This is an optimization exercise on Yosys and OpenROAD, whose aim is small area, a short achievable clock period and few clock cycles, not a production implementation. RTL that was checked went through simulation tests only; none was proved equivalent to the original. Function not checked in run 1: the RTL went through the layout flow alone. No activity file was given, so power comes from the tool's default toggle rates.

[flow/config.mk]
export PLATFORM = sky130hd
export DESIGN_NAME = srt_div_top
export DESIGN_NICKNAME = srt_div_top
export VERILOG_FILES = /design/flow/design.v
export SDC_FILE = /design/flow/constraint.sdc
export NUM_CORES = 4
export LEC_CHECK = 0
export CAP_MARGIN = 20
export CORE_MARGIN = 2
export CORE_UTILIZATION = 45
export PLACE_DENSITY = 0.6
export SLEW_MARGIN = 20
[flow/constraint.sdc]
create_clock -name core_clock -period 10.0 [get_ports {clk}]
set_input_delay 2.0000 -clock core_clock [delete_from_list [all_inputs] [get_ports {clk}]]
set_output_delay 2.0000 -clock core_clock [all_outputs]
set_load 0.01 [all_outputs]
[flow/design.v]
`default_nettype none
package srt_pkg;
	parameter int APB_DATA_W = 32;	 
	parameter int EST_W = 5;	 
	typedef enum logic [2:0] {
		QD_ZERO = 3'b000,
		QD_POS1 = 3'b001,
		QD_POS2 = 3'b010,
		QD_NEG2 = 3'b110,
		QD_NEG1 = 3'b111
	} qdigit_e;
	typedef enum logic [7:0] {
		ADDR_DIVIDEND = 8'h00,
		ADDR_DIVISOR = 8'h04,	 
		ADDR_STATUS = 8'h08,
		ADDR_RESULT = 8'h0C	 
	} reg_addr_e;
endpackage
`default_nettype wire
`timescale 1ns/10ps
`default_nettype none
module srt_div_top (
	input logic clk,
	input logic arst_n,
	input logic psel,
	input logic penable,
	input logic pwrite,
	input logic [7:0] paddr,
	input logic [srt_pkg::APB_DATA_W-1:0] pwdata,
	output logic [srt_pkg::APB_DATA_W-1:0] prdata,
	output logic pready,
	output logic pslverr
);
	localparam logic [7:0] A_DVD = 8'h00;
	localparam logic [7:0] A_DVS = 8'h04;
	localparam logic [7:0] A_STS = 8'h08;
	localparam logic [7:0] A_RES = 8'h0C;
	logic [15:0] dividend;
	logic [31:0] slot [4];		 
	logic [3:0] sdbz;		 
	logic [2:0] n_out;		 
	logic [2:0] n_rdy;		 
	logic [1:0] n_pend;		 
	logic [1:0] wr_ptr;		 
	logic [1:0] rd_ptr;		 
	logic [1:0] u_ptr;		 
	logic [1:0] nxt_ptr;		 
	logic wbf;			 
	logic busy;			 
	logic [3:0] cnt;		 
	logic [15:0] ur;		 
	logic [15:0] uq;		 
	logic [15:0] ud;		 
	logic pre_dbz;			 
	logic [2:0] pre_c;		 
	logic [1:0] pre_skip;
	logic [1:0] sskip [4];		 
	logic dvd_wr_q;			 
	logic div_wr_q;			 
	logic rd_res_q;			 
	assign pready = 1'b1;
	logic setup;
	logic launch;
	logic pop;
	logic [2:0] n_rdy_vis;		 
	assign setup = psel & ~penable;
	assign launch = div_wr_q;
	assign pop = rd_res_q;
	assign n_rdy_vis = n_rdy + {2'b0, wbf};
	always_ff @(posedge clk or negedge arst_n) begin
		if (!arst_n) begin
			dvd_wr_q <= 1'b0;
			div_wr_q <= 1'b0;
			rd_res_q <= 1'b0;
		end else begin
			dvd_wr_q <= setup & pwrite & (paddr == A_DVD);
			div_wr_q <= setup & pwrite & (paddr == A_DVS) & (n_out != 3'd4);
			rd_res_q <= setup & ~pwrite & (paddr == A_RES) & (n_rdy_vis != 3'd0);
		end
	end
	always_ff @(posedge clk) begin
		pslverr <= (pwrite & (paddr == A_DVS) & (n_out == 3'd4)) |
			(~pwrite & (paddr == A_RES) & (n_rdy_vis == 3'd0));
		case (paddr)
			A_DVD: prdata <= {16'b0, dividend};
			A_STS: prdata <= {24'b0, 1'b0, n_rdy_vis, 2'b0,
				sdbz[rd_ptr] & (n_rdy_vis != 3'd0), n_rdy_vis != 3'd0};
			A_RES: prdata <= (n_rdy_vis != 3'd0) ? slot[rd_ptr] : 32'b0;
			default: prdata <= 32'b0;
		endcase
	end
	always_ff @(posedge clk) begin
		if (dvd_wr_q)
			dividend <= pwdata[15:0];
	end
	logic [16:0] sx;
	logic [17:0] sd;
	logic sq;
	logic [15:0] nr;		 
	logic [15:0] nq;
	assign sx = {ur, uq[15]};
	assign sd = {1'b0, sx} - {2'b0, ud};
	assign sq = ~sd[17];
	assign nr = sq ? sd[15:0] : sx[15:0];
	assign nq = {uq[14:0], sq};
	logic last;			 
	logic fin;			 
	logic pend_bus;			 
	logic load_pend;		 
	logic load_new;			 
	logic pend_store;		 
	logic [31:0] ops;		 
	logic [31:0] bus;
	logic [15:0] la;		 
	logic [15:0] lb;
	logic l_dbz;			 
	logic [1:0] l_skip;		 
	logic [15:0] lr;		 
	logic [15:0] lq;
	logic [3:0] lcnt;
	assign last = busy & (cnt == 4'd0);
	assign pend_bus = (n_pend != 2'd0) | (busy & ~last);
	assign fin = last & ~(div_wr_q & (n_pend != 2'd0));
	assign load_pend = fin & (n_pend != 2'd0);
	assign load_new = div_wr_q & ~pend_bus;
	assign pend_store = launch & pend_bus;
	assign ops = slot[nxt_ptr];
	assign bus = (div_wr_q & pend_bus) ? {dividend, pwdata[15:0]} : {nr, nq};
	always_ff @(posedge clk) begin
		pre_dbz <= (pwdata[15:0] == 16'b0);
		pre_c <= {dividend[15:4] < pwdata[15:0], dividend[15:8] < pwdata[15:0],
			dividend[15:12] < pwdata[15:0]};
	end
	assign pre_skip = pre_c[2] ? 2'd3 : pre_c[1] ? 2'd2 : pre_c[0] ? 2'd1 : 2'd0;
	assign la = load_pend ? ops[31:16] : dividend;
	assign lb = load_pend ? ops[15:0] : pwdata[15:0];
	assign l_dbz = load_pend ? sdbz[nxt_ptr] : pre_dbz;
	assign l_skip = load_pend ? sskip[nxt_ptr] : pre_skip;
	always_comb begin
		if (l_dbz) begin
			lr = {1'b0, la[15:1]};
			lq = {la[0], 15'h7fff};
			lcnt = 4'd0;
		end else begin
			case (l_skip)
				2'd3: begin
					lr = {4'b0, la[15:4]};
					lq = {la[3:0], 12'b0};
					lcnt = 4'd3;
				end
				2'd2: begin
					lr = {8'b0, la[15:8]};
					lq = {la[7:0], 8'b0};
					lcnt = 4'd7;
				end
				2'd1: begin
					lr = {12'b0, la[15:12]};
					lq = {la[11:0], 4'b0};
					lcnt = 4'd11;
				end
				default: begin
					lr = 16'b0;
					lq = la;
					lcnt = 4'd15;
				end
			endcase
		end
	end
	always_ff @(posedge clk or negedge arst_n) begin
		if (!arst_n) begin
			busy <= 1'b0;
			cnt <= 4'd0;
			u_ptr <= 2'd3;
			nxt_ptr <= 2'd0;
			wr_ptr <= 2'd0;
			rd_ptr <= 2'd0;
			n_out <= 3'd0;
			n_rdy <= 3'd0;
			n_pend <= 2'd0;
			wbf <= 1'b0;
		end else begin
			if (load_pend | (launch & ~pend_bus)) begin
				busy <= 1'b1;
				cnt <= lcnt;
				u_ptr <= nxt_ptr;
				nxt_ptr <= nxt_ptr + 2'd1;
			end else if (fin) begin
				busy <= 1'b0;
			end else if (busy & ~last) begin
				cnt <= cnt - 4'd1;
			end
			if (launch)
				wr_ptr <= wr_ptr + 2'd1;
			if (pop)
				rd_ptr <= rd_ptr + 2'd1;
			n_out <= n_out + {2'b0, launch} - {2'b0, pop};
			n_rdy <= n_rdy + {2'b0, wbf} - {2'b0, pop};
			n_pend <= n_pend + {1'b0, pend_store} - {1'b0, load_pend};
			wbf <= fin;
		end
	end
	always_ff @(posedge clk) begin
		if (load_pend | load_new) begin
			ur <= lr;
			uq <= lq;
			ud <= lb;
		end else if (busy & ~last) begin
			ur <= nr;
			uq <= nq;
		end
		for (int i = 0; i < 4; i++) begin
			if ((div_wr_q & pend_bus & (wr_ptr == 2'(i))) | (fin & (u_ptr == 2'(i))))
				slot[i] <= bus;
			if (div_wr_q & (wr_ptr == 2'(i))) begin
				sdbz[i] <= pre_dbz;
				sskip[i] <= pre_skip;
			end
		end
	end
endmodule
`default_nettype wire
[flow/flow/run.sh]
#!/bin/bash
set -euo pipefail
MARGIN=$(cat flow/margin.txt)
bash standard.sh synth > synth.log 2>&1
bash standard.sh "SETUP_SLACK_MARGIN=$MARGIN" \
	"BUFFER_PORTS_ARGS=-buffer_cell sky130_fd_sc_hd__buf_2" finish > layout.log 2>&1
[flow/flow/margin.txt]
6.7
[flow/standard.sh]
#!/bin/bash
# synth_recipe.tcl (not shown) runs the flow's synth.tcl, then flattens the netlist and writes it again
# the make line also repeats each setting of config.mk as NAME=value (left out here)
make -C /OpenROAD-flow-scripts/flow DESIGN_CONFIG=/design/flow/config.mk WORK_HOME=/design/flow/orfs CLKGATE_MAP_FILE= SYNTH_SCRIPT=/design/flow/synth_recipe.tcl "${@:-finish}"
==> reports/results.ini, run 1 <==
[floorplan]
die_area_mm2 = 0.0300
die_x_um = 173
start_util_pct = 46.0
die_h_um = 173
fp-row-count = 61
io_pins = 79
coreArea_mm2 = 0.0280

[yosys]
yosysSeqAreaShare_pct = 58.2
synthSimpleGateAreaFrac_pct = 9.88
synth_seq_cells = 266
synth_top_cell_by_area = edfxtp_1
syn_inst = 1159
async_flop_share_pct = 9.40
synth_edf_count = 204
yosysWarnings = 3
synth-adder-area-share_pct = 6.04
syn-num-nets = 1265
synth_mux_area_share_pct = 1.94
synth_xor_area_share_pct = 1.36
synth_area_mm2 = 0.0129
ys_types = 66
netlist_top_cells_area = edfxtp_1, dfxtp_1, ha_1, a222oi_1, dfrtp_1
synth_top_family_by_area = compound AO/OA/AOI/OAI gates
synth_area_per_cell_um2 = 11.1
synth-compound-area-share_pct = 18.6
synth_flop_cell = edfxtp_1
synth_top_area_share_pct = 47.6

[global_route]
grt_overflow_total = 0
antenna_found_initial = 0
first_global_vias = 9640
grt.total_usage_pct = 23.7
grt_max_degree = 66
grt_pass1_wl_um = 55000

[clocking]
h-tree-depth = 1
cts_buffers = 29
cts.sinks = 266
clockBufferDepth = 3
cts_root_buf = clkbuf_16
clock_latency_ns = 0.55
cts.reportedPaths.clkPinSlew_ns = 0.06
cts_tree = done
cts_hold_buffers = 0

[critical_path]
cp_max_fo = 42
r2r_slack_ns = 6.80
crit_path_start_kind = register
critPathKind = reg -> reg
worstPathArrival_ns = 3.48
cp.required_ns = 10.28
endpoint_kind = register

[timing]
rsz0062_at_grt = true
setup-violations-final = 0
hold_violations = 0
relSlewSlack_pct = 33.2
tightest_slew_ns = 1.00
fin_crit_ns = 3.20
fmax_mhz = 312
tns_ns = 0
fin_skew_ns = 0.0142
slew_violations = 0
period_share_pct = 32.0

[detailed_routing]
drc = 0
viasPerCell = 6.06
totalWireLength_um = 36100
drt-wirelength-per-cell_um = 22.5
drtIter0Drc = 1120
firstDrtPassIters = 9
postRouteAntennaNets = 0
dr_total_vias = 9730

[final_layout]
synthToLayoutAreaGrowth_pct = 14.1
nNetsFinal = 1310
final_area_mm2 = 0.0147
multi_input_area_mm2 = 0.00502
nFillCells = 2451
diodes = 0
drive_gt1_share_pct = 14.5
seq_area_mm2 = 0.00750

[run]
maxCapViolations = 0

[placement]
gp_congestion = 0.925
dpl.hpwl_um = 23300
place_area_mm2 = 0.0136
io_buffers = 61

[power]
p_leak_nw = 5.52
ir_worst_vdd_v = 0.000149
p_total_w = 0.00239
power_density_mw_per_mm2 = 163

[run_status]
status = no timing/DRC/antenna violations

[min_path]
hold_class = reg -> reg

stage by stage:
stage                     util (%)  setup slack (ns)  std cells  hold WS (ns)
after global placement        48.6              6.05       1550         0.453
final                         52.5              6.80       1605         0.471
after floorplan                  -              6.09       1159         0.438
after CTS                     52.2              6.70       1604         0.476
after global routing          52.5              6.60       1605         0.499
after detailed placement      48.6              6.02       1550         0.463
worst paths after layout:
check / startpoint / endpoint / cells past startpoint
min in group asynchronous: arst_n / wr_ptr[0]$_DFFE_PN0P_ / 1
max in group asynchronous: arst_n / nxt_ptr[0]$_DFFE_PN0N_ / 1
hold / removal: n_out[2]$_DFF_PN0_ / n_out[2]$_DFF_PN0_ / 1
setup / recovery: cnt[0]$_DFFE_PN0P_ / ur[3]$_DFFE_PP_ / 13
hold reg to reg: n_out[2]$_DFF_PN0_ / n_out[2]$_DFF_PN0_ / 1
setup reg to reg: cnt[0]$_DFFE_PN0P_ / ur[3]$_DFFE_PP_ / 13
cell type report:
cell class / instances / share of cell area (%)
multi-input combinational: 767 / 34.1
clock inverter: 22 / 1.46
clock buffer: 32 / 5.23
tap: 378 / 3.22
inverter: 57 / 1.58
timing repair buffer: 83 / 3.36
sequential: 266 / 51.0
repair_timing:
| action | 4_1_cts | 5_1_grt |
|---|---|---|
| pin swaps | 0 | 2 |
| resized for setup | 9 | 19 |
| setup buffers | 0 | 1 |
| endpoints found under the setup margin | 86 | 66 |
state kept, by name, summed over array words and instances, names as in the netlist, 3 cells and up:
name	cells
n_rdy	3
prdata	32
sskip	8
uq	16
dividend	16
pre_c	3
sdbz	4
cnt	4
n_out	3
ur	16
ud	16
slot	128
synthesized netlist by cell type (3+ instances only):
| library cell | number |
|---|---|
| o22a_1 | 9 |
| xnor2_1 | 16 |
| a222oi_1 | 67 |
| edfxtp_1 | 204 |
| mux2i_1 | 16 |
| nor3_1 | 9 |
| a31oi_1 | 6 |
| a221oi_1 | 4 |
| nand2b_1 | 7 |
| a21oi_1 | 109 |
| nand3_1 | 5 |
| nor2_1 | 145 |
| buf_2 | 7 |
| o221ai_1 | 6 |
| nor4_1 | 4 |
| inv_1 | 56 |
| ha_1 | 59 |
| nand4_1 | 4 |
| xor2_1 | 4 |
| dfrtp_1 | 23 |
| dfxtp_1 | 37 |
| clkbuf_1 | 56 |
| nand2_1 | 102 |
| or2_2 | 5 |
| a211oi_1 | 4 |
| a32oi_1 | 3 |
| mux2_2 | 4 |
| o21a_1 | 5 |
| o21ai_0 | 97 |
| o21ai_1 | 4 |
| o22ai_1 | 8 |
| and2_1 | 5 |
| a21o_1 | 21 |
| nor2b_1 | 5 |
logic make-up (layout without fill, tap and decap cells):
kind of cell	after synthesis	after routing
other cells	1	1
mux	22	22
compound gates	362	362
simple gates	301	301
flops	266	266
buf+inv	126	194
xor+xnor	20	20
fa+ha+maj	61	61
cells in the final DEF, fill, tap and decap left out, types with 21 or more instances in the layout:
cell type  count
a21o_1        21
ha_1          53
a21oi_1      105
dfxtp_1       37
inv_1         55
nor2_1       142
edfxtp_1     204
o21ai_0       86
dfrtp_1       22
buf_2         61
a222oi_1      67
nand2_1      102
clkbuf_16     30
report_power, final:
part	internal, W	switching (W)
Sequential	0.00119	0.00000843
Clock	0.000637	0.000453
Combinational	0.0000372	0.0000604
Total	0.00187	0.000522
critical path: stages (launching register included):
cell,delay [ns]
dfrtp_1,0.41
inv_1,0.10
ha_1,0.15
nor3b_2,0.25
nand2_1,0.10
or3_1,0.33
buf_6,0.22
clkinv_8,0.19
o21ai_1,0.10
buf_4,0.21
nand2_1,0.33
nor2_1,0.11
a22oi_1,0.26
o221ai_1,0.15
metal layers:
metal,vias up,track usage (%),routed length [um]
met1,4772,31.6,14900
met4,0,9.50,1280
met2,410,39.4,17300
li1,4468,-,-
met5,-,0,0
met3,80,3.12,2580
==> run 2: changes to the inputs <==
--- a/flow/design.v
+++ b/flow/design.v
@@ -44,7 +44,6 @@
 	logic [1:0] wr_ptr;		 
 	logic [1:0] rd_ptr;		 
 	logic [1:0] u_ptr;		 
-	logic [1:0] nxt_ptr;		 
 	logic wbf;			 
 	logic busy;			 
 	logic [3:0] cnt;		 
@@ -52,7 +51,6 @@
 	logic [15:0] uq;		 
 	logic [15:0] ud;		 
 	logic pre_dbz;			 
-	logic [2:0] pre_c;		 
 	logic [1:0] pre_skip;
 	logic [1:0] sskip [4];		 
 	logic dvd_wr_q;			 
@@ -64,8 +62,8 @@
 	logic pop;
 	logic [2:0] n_rdy_vis;		 
 	assign setup = psel & ~penable;
-	assign launch = div_wr_q;
-	assign pop = rd_res_q;
+	assign launch = div_wr_q & penable;
+	assign pop = rd_res_q & penable;
 	assign n_rdy_vis = n_rdy + {2'b0, wbf};
 	always_ff @(posedge clk or negedge arst_n) begin
 		if (!arst_n) begin
@@ -90,7 +88,7 @@
 		endcase
 	end
 	always_ff @(posedge clk) begin
-		if (dvd_wr_q)
+		if (dvd_wr_q & penable)
 			dividend <= pwdata[15:0];
 	end
 	logic [16:0] sx;
@@ -109,6 +107,7 @@
 	logic load_pend;		 
 	logic load_new;			 
 	logic pend_store;		 
+	logic [1:0] nxt_ptr;
 	logic [31:0] ops;		 
 	logic [31:0] bus;
 	logic [15:0] la;		 
@@ -118,20 +117,30 @@
 	logic [15:0] lr;		 
 	logic [15:0] lq;
 	logic [3:0] lcnt;
+	logic [1:0] skip_w;		 
 	assign last = busy & (cnt == 4'd0);
 	assign pend_bus = (n_pend != 2'd0) | (busy & ~last);
 	assign fin = last & ~(div_wr_q & (n_pend != 2'd0));
 	assign load_pend = fin & (n_pend != 2'd0);
 	assign load_new = div_wr_q & ~pend_bus;
 	assign pend_store = launch & pend_bus;
+	assign nxt_ptr = u_ptr + 2'd1;
 	assign ops = slot[nxt_ptr];
 	assign bus = (div_wr_q & pend_bus) ? {dividend, pwdata[15:0]} : {nr, nq};
+	always_comb begin
+		if (dividend[15:4] < pwdata[15:0])
+			skip_w = 2'd3;
+		else if (dividend[15:8] < pwdata[15:0])
+			skip_w = 2'd2;
+		else if (dividend[15:12] < pwdata[15:0])
+			skip_w = 2'd1;
+		else
+			skip_w = 2'd0;
+	end
 	always_ff @(posedge clk) begin
 		pre_dbz <= (pwdata[15:0] == 16'b0);
-		pre_c <= {dividend[15:4] < pwdata[15:0], dividend[15:8] < pwdata[15:0],
-			dividend[15:12] < pwdata[15:0]};
-	end
-	assign pre_skip = pre_c[2] ? 2'd3 : pre_c[1] ? 2'd2 : pre_c[0] ? 2'd1 : 2'd0;
+		pre_skip <= skip_w;
+	end
 	assign la = load_pend ? ops[31:16] : dividend;
 	assign lb = load_pend ? ops[15:0] : pwdata[15:0];
 	assign l_dbz = load_pend ? sdbz[nxt_ptr] : pre_dbz;
@@ -171,7 +180,6 @@
 			busy <= 1'b0;
 			cnt <= 4'd0;
 			u_ptr <= 2'd3;
-			nxt_ptr <= 2'd0;
 			wr_ptr <= 2'd0;
 			rd_ptr <= 2'd0;
 			n_out <= 3'd0;
@@ -183,7 +191,6 @@
 				busy <= 1'b1;
 				cnt <= lcnt;
 				u_ptr <= nxt_ptr;
-				nxt_ptr <= nxt_ptr + 2'd1;
 			end else if (fin) begin
 				busy <= 1'b0;
 			end else if (busy & ~last) begin
==> flow/run.sh (new file) <==
#!/bin/bash
# synth_recipe.tcl (not shown) runs the flow's synth.tcl, then flattens the netlist and writes it again
# the make line also repeats each setting of config.mk as NAME=value (left out here)
make -C /OpenROAD-flow-scripts/flow DESIGN_CONFIG=/design/flow/config.mk WORK_HOME=/design/flow/orfs CLKGATE_MAP_FILE= SYNTH_SCRIPT=/design/flow/synth_recipe.tcl finish
removed: flow/flow/run.sh
removed: flow/flow/margin.txt
removed: flow/standard.sh
==> reports/results.ini, run 2 <==
[final_layout]
drive_gt1_share_pct = 8.56
layout_commonest_cell = edfxtp_1
synthToLayoutAreaGrowth_pct = 14.4
nNetsFinal = 1301
nFillCells = 2519
largest-register = slot
diodes = 0
top_regs = slot: 128 flops, prdata: 32 flops
largest_register_ffs = 128
final_util_pct = 52.3
mostFrequentLayoutCells = edfxtp_1, nor2_1, nand2_1, o21ai_0, a21oi_1

[timing]
fin_crit_ns = 3.66
relSlewSlack_pct = 24.8
tns_ns = 0
period_share_pct = 36.6
hold_violations = 0
fmax_mhz = 274
slew_violations = 0
fin_skew_ns = 0.0156
tightest_slew_ns = 1.10
setup-violations-final = 0
rsz0062_at_grt = false
holdWs_ns = 0.461

[yosys]
async_flop_share_pct = 8.75
synth_most_common_cell = edfxtp_1
synth_top_cell_by_area = edfxtp_1
syn-num-nets = 1259
synth_area_mm2 = 0.0131
ys_types = 68
ys_top_cells_by_count = edfxtp_1, nor2_1, nand2_1
synth_flop_cell = edfxtp_1
yosysWarnings = 3
syn_inst = 1150
synth_top_area_share_pct = 46.8
synth_area_per_cell_um2 = 11.4
synth_seq_cells = 263
netlist_top_cells_area = edfxtp_1, ha_1, dfxtp_1, a222oi_1, dfrtp_1
yosysSeqAreaShare_pct = 56.8
synth_edf_count = 204

[clocking]
cts_resized = 0
cts_tree = done
cts_buffers = 29
clockBufferDepth = 3
cts.sinks = 263
cts.reportedPaths.clkPinSlew_ns = 0.06
cts_root_buf = clkbuf_16
cts_setup_buffers = 0
clock_latency_ns = 0.56
cts_hold_buffers = 0
h-tree-depth = 1

[min_path]
min_from = n_out[2]$_DFF_PN0_
min_to = n_out[2]$_DFF_PN0_
hold_class = reg -> reg
whs_path_depth = 1

[run_status]
status = no timing/DRC/antenna violations

[critical_path]
cp.required_ns = 10.44
path_buf_inv = 2
crit_slowest_cell = clkdlybuf4s50_1
slowest_delay_ns = 0.53
r2r_cells = 10
crit_chain = clkdlybuf4s50_1 > inv_1 > ha_1 > a21o_1 > a221oi_1 > o21ai_0 > a21oi_1 > nor3_1 > a211o_1
worstPathArrival_ns = 4.09
r2r_start = u_ptr[0]$_DFFE_PN1N_
path_delay_family = compound AO/OA/AOI/OAI gates
critPathKind = in -> reg
cp_max_fo = 4
crit_path_start_kind = input pin
r2r_slack_ns = 6.40
endpoint_kind = register
r2r_end = ur[2]$_DFFE_PP_

[global_route]
grt_busiest_layer = met2
antenna_found_initial = 0
grt_use_met1_pct = 33.9
grt_pass1_wl_um = 56300
grt.met3_usage_pct = 2.76
grt_overflow_total = 0
grt_max_degree = 65
grt_use_met2_pct = 40.6
first_global_vias = 9447
grt.total_usage_pct = 24.4

[detailed_routing]
postRouteAntennaNets = 0
drc = 0
firstDrtPassIters = 8
totalWireLength_um = 37100
drt-wirelength-per-cell_um = 23.2
drtIter0Drc = 1267
viasPerCell = 6.00
dr_total_vias = 9589

[power]
p_leak_nw = 5.41
p_total_w = 0.00229
power_density_mw_per_mm2 = 153
ir_worst_vdd_v = 0.000120

[placement]
gp_congestion = 0.976
dpl.hpwl_um = 24400
io_buffers = 61

[floorplan]
start_util_pct = 45.7
die_area_mm2 = 0.0304
fp-row-count = 62
die_h_um = 174
coreArea_mm2 = 0.0286
die_x_um = 174
io_pins = 79

[run]
maxCapViolations = 0

run 2: cell count changes in the layout (fill, tap and decap cells not counted), moves of 5 or more:
cell	change
o22ai_1	+9
inv_1	+10
nor3_1	+8
buf_2	-60
clkdlybuf4s50_1	+60
mux2i_1	+35
a21o_1	-14
a21oi_1	-28
nor2_1	-27
mux2_2	+6
o21ai_1	-8
a211oi_1	+5
run 2: worst max-delay path by stage:
stage               startpoint                     end  depth (start not counted)
floorplan            pwdata[5]  pre_skip[0]$_SDFF_PN1_                          8
global placement       penable      cnt[1]$_DFFE_PN0P_                          4
detailed placement     penable      n_out[2]$_DFF_PN0_                          9
CTS                    penable      n_out[2]$_DFF_PN0_                          9
global route           penable      n_out[2]$_DFF_PN0_                          9
finish               pwdata[5]  pre_skip[0]$_SDFF_PN1_                          9
run 2: final cells by class:
class,count,area [um^2],share of cell area [%]
flip-flops and latches,263,7420,49.6
multi-input cells,751,5120,34.2
clock buffers,34,764,5.11
repair buffers,80,748,5.00
well taps,384,480,3.21
inverters,67,256,1.71
clock inverters,20,174,1.16
run 2: worst register-to-register path, cell delays in order (launching register included):
cell,delay (ns)
dfstp_2,0.61
inv_1,0.13
ha_1,0.21
buf_4,0.29
a222oi_1,0.43
mux2i_1,0.15
mux2i_1,0.87
or2_2,0.30
o22ai_1,0.08
nor2_1,0.18
o21ai_1,0.09
run 2: logic make-up (layout without fill, tap and decap cells):
kind of cell / count (synthesis) / in the layout / synth area share [%]
compound gates: 318 / 318 / 16.7
simple gates: 284 / 284 / 9.38
flops: 263 / 263 / 56.8
buf+inv: 136 / 201 / 4.32
mux: 65 / 65 / 5.34
fa+ha+maj: 64 / 64 / 6.24
xor+xnor: 19 / 19 / 1.27
other cells: 1 / 1 / 0.0287
run 2: power breakdown:
group	switching (W)	internal (W)	leakage (nW)
Sequential	0.00000230	0.00117	2.45
Clock	0.000440	0.000621	0.467
Combinational	0.0000332	0.0000251	2.50
Total	0.000476	0.00182	5.41
run 2: metrics by stage:
stage	cells	worst slack, ns	cell area (um^2)
3_5_place_dp	1545	5.77	14000
2_1_floorplan	1150	6.60	13100
6_report	1599	6.34	15000
5_1_grt	1599	6.24	15000
3_3_place_gp	1544	5.73	14000
4_1_cts	1599	6.34	15000
run 2: per-layer routing:
layer  up-vias  wire, um
li1       4439         -
met1      4673     15900
met2       415     17500
met3        62      2680
met4         0       986
met5         -         0
Testbench counts of run 2, summed over its fixed seeds: cycles 24,558.

port drivers added, routing unchanged:
Ports are ideal in the flow. The routed layouts listed here were re-timed in OpenROAD. Step 1 (the two cells are an assumption about what drives the block):
set clk [get_ports {clk}]
set_driving_cell -lib_cell sky130_fd_sc_hd__clkbuf_16 $clk
set_driving_cell -lib_cell sky130_fd_sc_hd__buf_2 [delete_from_list [all_inputs] $clk]
Step 2, shift: input delay + t, output delay - t, t = (earliest + latest rising clock arrival at the registers) / 2. This alone moves slack from input paths to output paths. Slacks: ideal / step 1 / step 2; pairs: ideal / step 1.
| run | shift t [ns] | slack for setup (ns) | worst register clock-pin slew, ns | pins driven straight from the clock port |
|---|---|---|---|---|
| run 1 | 0.595 | 6.798 / 6.798 / 6.369 | 0.07 / 0.07 | 1 |
| run 2 | 0.600 | 6.345 / 6.362 / 5.762 | 0.07 / 0.07 | 1 |
After both steps every run listed still meets setup and hold. The setup slack of run 2, which loses most, moves by +0.017 ns with the drivers and by -0.583 ns with both steps.
